Context: an optimization exercise on an open-source flow, tuned for small area. The choices shown serve that exercise and are no tape-out recipe. Only simulation tests tie the RTL to the original design; equivalence was not proved. No activity file was given, so power comes from the tool's default toggle rates. The flow treats the clock pin as an ideal source, which a real chip does not have.

run 1:
==> flow/design.v (excerpt) <==
module rv_decode_top (
	input  wire             clk,
	input  wire             rst,
	input  wire [223:0]     fetch_i,       
	input  wire             fetch_valid_i,
	output wire             in_credit_o,
	output wire [412:0]     uop_o,         
	output wire             uop_valid_o,
	input  wire             ex_credit_i
);
Size: ~1500 cells after synthesis, roughly 900 flip-flops, about 640 I/O pins, about 0.032 mm^2 of cells after synthesis.
export LEC_CHECK = 0
export ABC_CLOCK_PERIOD_IN_PS = 2500
export CAP_MARGIN = 20
export CORE_MARGIN = 2
export CORE_UTILIZATION = 75
export SLEW_MARGIN = 20
create_clock -name core_clock -period 4.0 [get_ports {clk}]
standard.sh (not shown) runs the stock make flow with config.mk's settings and CLKGATE_MAP_FILE= SYNTH_SCRIPT=/design/flow/synth_recipe.tcl, a recipe that flattens the netlist after the stock synthesis.
==> flow/flow/run.sh <==
#!/bin/bash
# Standard layout with small port buffers, one tie cell for all constant outputs and a
# clock tree without dummy loads.
set -euo pipefail
export BUFFER_PORTS_ARGS="-buffer_cell sky130_fd_sc_hd__buf_1"
export CTS_ARGS="-sink_clustering_enable -repair_clock_nets -dont_use_dummy_load -buf_list sky130_fd_sc_hd__clkbuf_16 -sink_clustering_size 24 -sink_clustering_max_diameter 60"
export SKIP_REPAIR_TIE_FANOUT=1
bash standard.sh > make_flow.log 2>&1
Run 1 finished all stages; the layout is clean.
[inputs] run 2 vs run 1
- SETUP_SLACK_MARGIN: unset -> 0.1
==> flow/flow/run.sh <==
#!/bin/bash
# Standard layout with small port buffers, one tie cell for all constant outputs and a
# clock tree without dummy loads.
set -euo pipefail
export BUFFER_PORTS_ARGS="-buffer_cell sky130_fd_sc_hd__buf_1"
export CTS_ARGS="-sink_clustering_enable -repair_clock_nets -dont_use_dummy_load -buf_list sky130_fd_sc_hd__clkbuf_16 -sink_clustering_size 30 -sink_clustering_max_diameter 80"
export SKIP_REPAIR_TIE_FANOUT=1
bash standard.sh > make_flow.log 2>&1
Findings:
Run 2 and run 1 ended up with nearly the same slew of the pin with the lowest slew margin.
Compared with run 1, run 2 shows a higher hold slack.
Taking run 1 as the reference point, the via count of the first global-routing pass of run 2 falls by 49.
As of run 2, aggregate routed wire length had fallen slightly compared to run 1.
The period utilization in run 2 sits 1.9 points below the value recorded for run 1.
Relative to run 1, the final cell area reported for run 2 is lower.
Diff run 2..run 1 | depth of the worst register-to-register path | unchanged
Clock distribution power on run 2 is ahead of run 1.
#### Input delta (run 3 over run 2)
- SETUP_SLACK_MARGIN no longer set, was 0.1
==> flow/flow/run.sh <==
#!/bin/bash
# Standard layout with small port buffers, one tie cell for all constant outputs and a
# clock tree without dummy loads.
set -euo pipefail
export BUFFER_PORTS_ARGS="-buffer_cell sky130_fd_sc_hd__buf_1"
export CTS_ARGS="-sink_clustering_enable -repair_clock_nets -dont_use_dummy_load -buf_list {sky130_fd_sc_hd__clkbuf_8 sky130_fd_sc_hd__clkbuf_16} -sink_clustering_size 18 -sink_clustering_max_diameter 60"
export SKIP_REPAIR_TIE_FANOUT=1
bash standard.sh > make_flow.log 2>&1
[summary]
Comparing clock share of power for run 3 and run 2, the smaller number came from run 2. Row total power: run 3 higher / run 2 lower. Against run 2 as the reference, run 3 delivers a higher clock skew. Remaining max-slew budget at the tightest pin: run 3 lower than run 2. Sort run 3 and run 2 by clock period minus final worst setup slack, descending, and run 3 comes first. Run 2 has a lower routed length per instance than run 3.

Starting RTL as in the previous note.
## rv_decode_top
module rv_decode_top (
	input  wire             clk,
	input  wire             rst,
	input  wire [223:0]     fetch_i,       
	input  wire             fetch_valid_i,
	output wire             in_credit_o,
	output wire [412:0]     uop_o,         
	output wire             uop_valid_o,
	input  wire             ex_credit_i
);
Settings: LEC_CHECK=0, ABC_CLOCK_PERIOD_IN_PS=2500, CAP_MARGIN=20, CORE_MARGIN=2, CORE_UTILIZATION=75, SETUP_SLACK_MARGIN=0.1, SLEW_MARGIN=20; clock period 4.0 ns.
==> flow/flow/run.sh <==
#!/bin/bash
# Standard layout with small port buffers, one tie cell for all constant outputs and a
# clock tree without dummy loads.
set -euo pipefail
export BUFFER_PORTS_ARGS="-buffer_cell sky130_fd_sc_hd__buf_1"
export CTS_ARGS="-sink_clustering_enable -repair_clock_nets -dont_use_dummy_load -buf_list sky130_fd_sc_hd__clkbuf_16 -sink_clustering_size 34 -sink_clustering_max_diameter 80"
export SKIP_REPAIR_TIE_FANOUT=1
bash standard.sh > make_flow.log 2>&1
The starting point passed the timing, design-rule and antenna checks.
==> next run, changes <==
==> flow/flow/run.sh (replaced) <==
#!/bin/bash
# Standard layout with small port buffers, one tie cell for all constant outputs and a
# clock tree without dummy loads.
set -euo pipefail
export BUFFER_PORTS_ARGS="-buffer_cell sky130_fd_sc_hd__buf_1"
export CTS_ARGS="-sink_clustering_enable -repair_clock_nets -dont_use_dummy_load -buf_list sky130_fd_sc_hd__clkbuf_16 -sink_clustering_size 27 -sink_clustering_max_diameter 80"
export SKIP_REPAIR_TIE_FANOUT=1
bash standard.sh > make_flow.log 2>&1
Settings changed: SETUP_SLACK_MARGIN 0.1 to 0.05.
Outcome: The new run ran to the end with no violations; setup slack is worse by 0.090 ns; clock-buffer cell count climbs by 5; routed wire length rose by 3.1%; utilization rose by 0.22 points; global-route usage rises by 1.2 points.
==> next run, changes <==
Settings changed: SETUP_SLACK_MARGIN 0.05 to 0.1.
After rerunning:
- The changed run passed the timing, design-rule and antenna checks
- clock skew is about the same
- first-iteration DRC count goes up by 3.0%
- sequential share of layout area goes down by 0.12 points
- power hardly moves

==> port drivers added, routing unchanged <==
The flow's constraints put no driver on any port. The routed layouts listed below were extracted and timed again, unchanged, in two steps. Step 1, drivers: a clkbuf_16 drives clk and a buf_2 each remaining input, both assumed. Step 2 moves the port delays by t, midway between the first and last clock arrival at a register: inputs arrive t later, outputs are due t later. That takes back most of the time a late clock gives input paths. a / b / c = ideal / step 1 / step 2; a / b = the first two.
| run | t (ns) | setup slack, ns | pins driven straight from the clock port |
|---|---|---|---|
| run 1 | 0.641 | 0.100 / 0.040 / 0.681 | 1 |
| run 2 | 0.621 | 0.178 / 0.118 / 0.739 | 1 |
| run 3 | 0.664 | 0.079 / 0.017 / 0.681 | 1 |
| the first run of note 2 | 0.623 | 0.226 / 0.168 / 0.791 | 1 |
| the second run of note 2 | 0.631 | 0.136 / 0.077 / 0.708 | 1 |
| the third run of note 2 | 0.634 | 0.207 / 0.148 / 0.782 | 1 |
After both steps every run listed still meets setup and hold.
